This design comes from an exercise in tuning for small area, a short achievable clock period and few clock cycles per item on the open sky130 flow, not from production work.
No activity file was given, so power comes from the tool's default toggle rates.

exp/pepper:
==> flow/design.v <==
`default_nettype none
module mul_div_unit (
   input  logic        clk,
   input  logic        reset,
   input  logic        req_valid,
   input  logic        req_op,
   input  logic        req_in_1_signed,
   input  logic        req_in_2_signed,
   input  logic        req_out_sel,
   input  logic [31:0] req_in_1,
   input  logic [31:0] req_in_2,
   output logic        req_ready,
   output logic        resp_valid,
   output logic [31:0] resp_result
);
   localparam logic [1:0] PH_STEP = 2'd0;
   localparam logic [1:0] PH_F1   = 2'd1;
   localparam logic [1:0] PH_F2   = 2'd2;
   localparam logic [1:0] PH_F3   = 2'd3;
   logic        busy_q;
   logic [1:0]  ph_q;
   logic [4:0]  cnt_q;
   logic        op_q;       
   logic        sel_q;      
   logic        fa_q;       
   logic        bx_q;       
   logic        nr_q;       
   logic        ys1_q, ys2_q, yneg_q, cin_q, xdiv_q;
   logic [33:0] acc_q;
   logic [31:0] lo_q;
   logic [31:0] b_q;
   logic        ys1_d, ys2_d, yneg_d, cin_d, xdiv_d;
   logic [33:0] acc_d;
   logic [31:0] lo_d;
   logic [31:0] b_d;
   logic [1:0]  ph_d;
   logic        done;
   logic        acc_force;
   function automatic logic [2:0] booth(input logic [2:0] w);
      booth[0] = w[1] ^ w[0];                        
      booth[1] = (w[2] ^ w[1]) & ~(w[1] ^ w[0]);     
      booth[2] = w[2] & ~(w[1] & w[0]);              
   endfunction
   logic [34:0] bext, ymag, y, x, s;
   logic [35:0] sum;
   logic        q;
   assign bext = {{3{bx_q}}, b_q};
   assign ymag = ({35{ys1_q}} & bext) | ({35{ys2_q}} & {bext[33:0], 1'b0});
   assign y    = ymag ^ {35{yneg_q}};
   assign x    = xdiv_q ? {acc_q[32], acc_q[32:0], lo_q[31]} : {acc_q[33], acc_q};
   assign sum  = {x, 1'b1} + {y, cin_q};
   assign s    = sum[35:1];
   assign q    = (s[34] == fa_q);
   logic       step, last, in_a_neg, in_b_neg;
   logic [2:0] bd_in, bd_lo;
   assign step     = (ph_q == PH_STEP);
   assign last     = step & (cnt_q == 5'd0);
   assign in_a_neg = req_in_1_signed & req_in_1[31];
   assign in_b_neg = req_in_1_signed & req_in_2[31];
   assign bd_in    = booth({req_in_1[1:0], 1'b0});
   assign bd_lo    = booth(lo_q[3:1]);
   logic zero_acc;
   assign zero_acc = (acc_q == 34'd0);
   always_comb begin
      ph_d      = ph_q;
      done      = 1'b0;
      ys1_d     = 1'b0;
      ys2_d     = 1'b0;
      yneg_d    = 1'b0;
      cin_d     = 1'b0;
      xdiv_d    = 1'b0;
      acc_force = 1'b0;
      b_d       = b_q;
      acc_d     = s[33:0];
      lo_d      = s[31:0];
      case (ph_q)
         PH_STEP: begin
            if (!op_q) begin
               acc_d = {s[34], s[34:2]};
               lo_d  = {s[1:0], lo_q[31:2]};
               {yneg_d, ys2_d, ys1_d} = bd_lo;
               cin_d = bd_lo[2];
            end else begin
               lo_d   = {lo_q[30:0], q};
               ys1_d  = 1'b1;
               yneg_d = (s[34] == bx_q);
               cin_d  = (s[34] == bx_q);
               xdiv_d = 1'b1;
            end
            if (last) begin
               xdiv_d = 1'b0;
               ys2_d  = 1'b0;
               ph_d   = PH_F1;
               if (!op_q) begin
                  ys1_d  = fa_q;
                  yneg_d = 1'b0;
                  cin_d  = 1'b0;
                  done   = ~sel_q;
               end else begin
                  ys1_d  = s[34];
                  yneg_d = s[34] & bx_q;
                  cin_d  = s[34] & bx_q;
                  done   = ~sel_q & ~fa_q & ~nr_q;
               end
            end
         end
         PH_F1: begin
            if (!op_q) begin
               done = 1'b1;
            end else if (sel_q) begin
               done = ~fa_q;
               ph_d = PH_F2;
            end else begin
               b_d = lo_q;
               if (fa_q) begin
                  ph_d = PH_F2;
               end else begin
                  ph_d      = PH_F3;
                  acc_force = 1'b1;
                  ys1_d     = 1'b1;
                  yneg_d    = nr_q;
                  cin_d     = nr_q;
               end
            end
         end
         PH_F2: begin
            ph_d = PH_F3;
            if (sel_q) begin
               ys1_d  = ~zero_acc;
               yneg_d = ~zero_acc & ~bx_q;
               cin_d  = ~zero_acc & ~bx_q;
            end else begin
               acc_force = 1'b1;
               ys1_d     = 1'b1;
               yneg_d    = nr_q;
               cin_d     = nr_q ^ zero_acc;
            end
         end
         default: begin
            done = 1'b1;
         end
      endcase
   end
   always_ff @(posedge clk) begin
      if (reset) begin
         busy_q     <= 1'b0;
         resp_valid <= 1'b0;
      end else if (!busy_q) begin
         busy_q     <= req_valid;
         resp_valid <= 1'b0;
      end else begin
         busy_q     <= ~done;
         resp_valid <= done;
      end
   end
   always_ff @(posedge clk) begin
      if (!busy_q) begin
         ph_q   <= PH_STEP;
         cnt_q  <= req_op ? 5'd31 : 5'd15;
         op_q   <= req_op;
         sel_q  <= req_out_sel;
         fa_q   <= req_op ? in_a_neg : (~req_in_1_signed & req_in_1[31]);
         bx_q   <= (req_op ? req_in_1_signed : req_in_2_signed) & req_in_2[31];
         nr_q   <= (in_a_neg ^ in_b_neg) & (req_in_2 != 32'd0);
         xdiv_q <= req_op;
         if (req_op) begin
            ys1_q  <= 1'b1;
            ys2_q  <= 1'b0;
            yneg_q <= ~(in_a_neg ^ in_b_neg);
            cin_q  <= ~(in_a_neg ^ in_b_neg);
         end else begin
            {yneg_q, ys2_q, ys1_q} <= bd_in;
            cin_q  <= bd_in[2];
         end
         acc_q  <= {34{req_op & in_a_neg}};
         lo_q   <= req_in_1;
         b_q    <= req_in_2;
      end else begin
         ph_q   <= ph_d;
         cnt_q  <= cnt_q - 5'd1;
         xdiv_q <= xdiv_d;
         ys1_q  <= ys1_d;
         ys2_q  <= ys2_d;
         yneg_q <= yneg_d;
         cin_q  <= cin_d;
         acc_q  <= acc_force ? 34'd0 : acc_d;
         lo_q   <= lo_d;
         b_q    <= b_d;
      end
   end
   assign req_ready   = ~busy_q;
   assign resp_result = lo_q;
endmodule
`default_nettype wire
Settings: LEC_CHECK=0, CAP_MARGIN=20, CORE_MARGIN=2, CORE_UTILIZATION=40, SLEW_MARGIN=20; clock period 6.5 ns.
run.sh (not shown) runs the stock make flow with config.mk's settings and CLKGATE_MAP_FILE= SYNTH_SCRIPT=/design/flow/synth_recipe.tcl, a recipe that flattens the netlist after the stock synthesis.
Input-level comparison between exp/delta and exp/pepper:
Settings: putting ABC_CLOCK_PERIOD_IN_PS at 2500 where nothing was set; putting SETUP_SLACK_MARGIN at 3.5 where nothing was set.
Results
When exp/delta is measured against exp/pepper, its routed metal-1 wirelength turns out 4.2% higher.
In exp/delta relative to exp/pepper, combinational power had gone up by more than half.
On exp/delta: area added between synthesis and finish is 25 points higher than what exp/pepper gave.
Sequential share of cell area, exp/pepper and exp/delta: higher on exp/pepper
Per the comparison of exp/delta with exp/pepper, switching component of the power now sits higher; share of power burned in combinational logic now sits higher; average detailed-routed wire length per instance now sits higher; die area now sits at about the same level.
--- input diff exp/delta..exp/fjord ---
Settings: ABC_CLOCK_PERIOD_IN_PS: 2500 -> unset.
==> run notes <==
Number of buffer cells added on primary ports essentially unchanged between exp/delta and exp/fjord.
From exp/delta to exp/fjord the numbers moved as follows: simple-gate portion of the synthesized area did not really move, final weighted congestion of routability-driven global placement did not really move.
Function was not checked in any run of this note: the RTL went through the layout flow alone.

## static timing again, ports no longer ideal
Ports are ideal in the flow. The routed layouts listed here were re-timed in OpenROAD. Step 1 assumes that a clkbuf_16 drives the clock port and a buf_2 every other input. Step 2, shift: input delay + t, output delay - t, t = (earliest + latest rising clock arrival at the registers) / 2. This alone moves slack from input paths to output paths. Slacks: ideal / step 1 / step 2; pairs: ideal / step 1.
run | shift t [ns] | setup slack, ns | slew at the worst register clock pin (ns)
exp/pepper | 0.474 | 1.946 / 1.946 / 1.946 | 0.06 / 0.06
exp/delta | 0.469 | 2.896 / 2.896 / 2.896 | 0.06 / 0.06
exp/fjord | 0.469 | 2.896 / 2.896 / 2.896 | 0.06 / 0.06
After both steps every run listed still meets setup and hold.
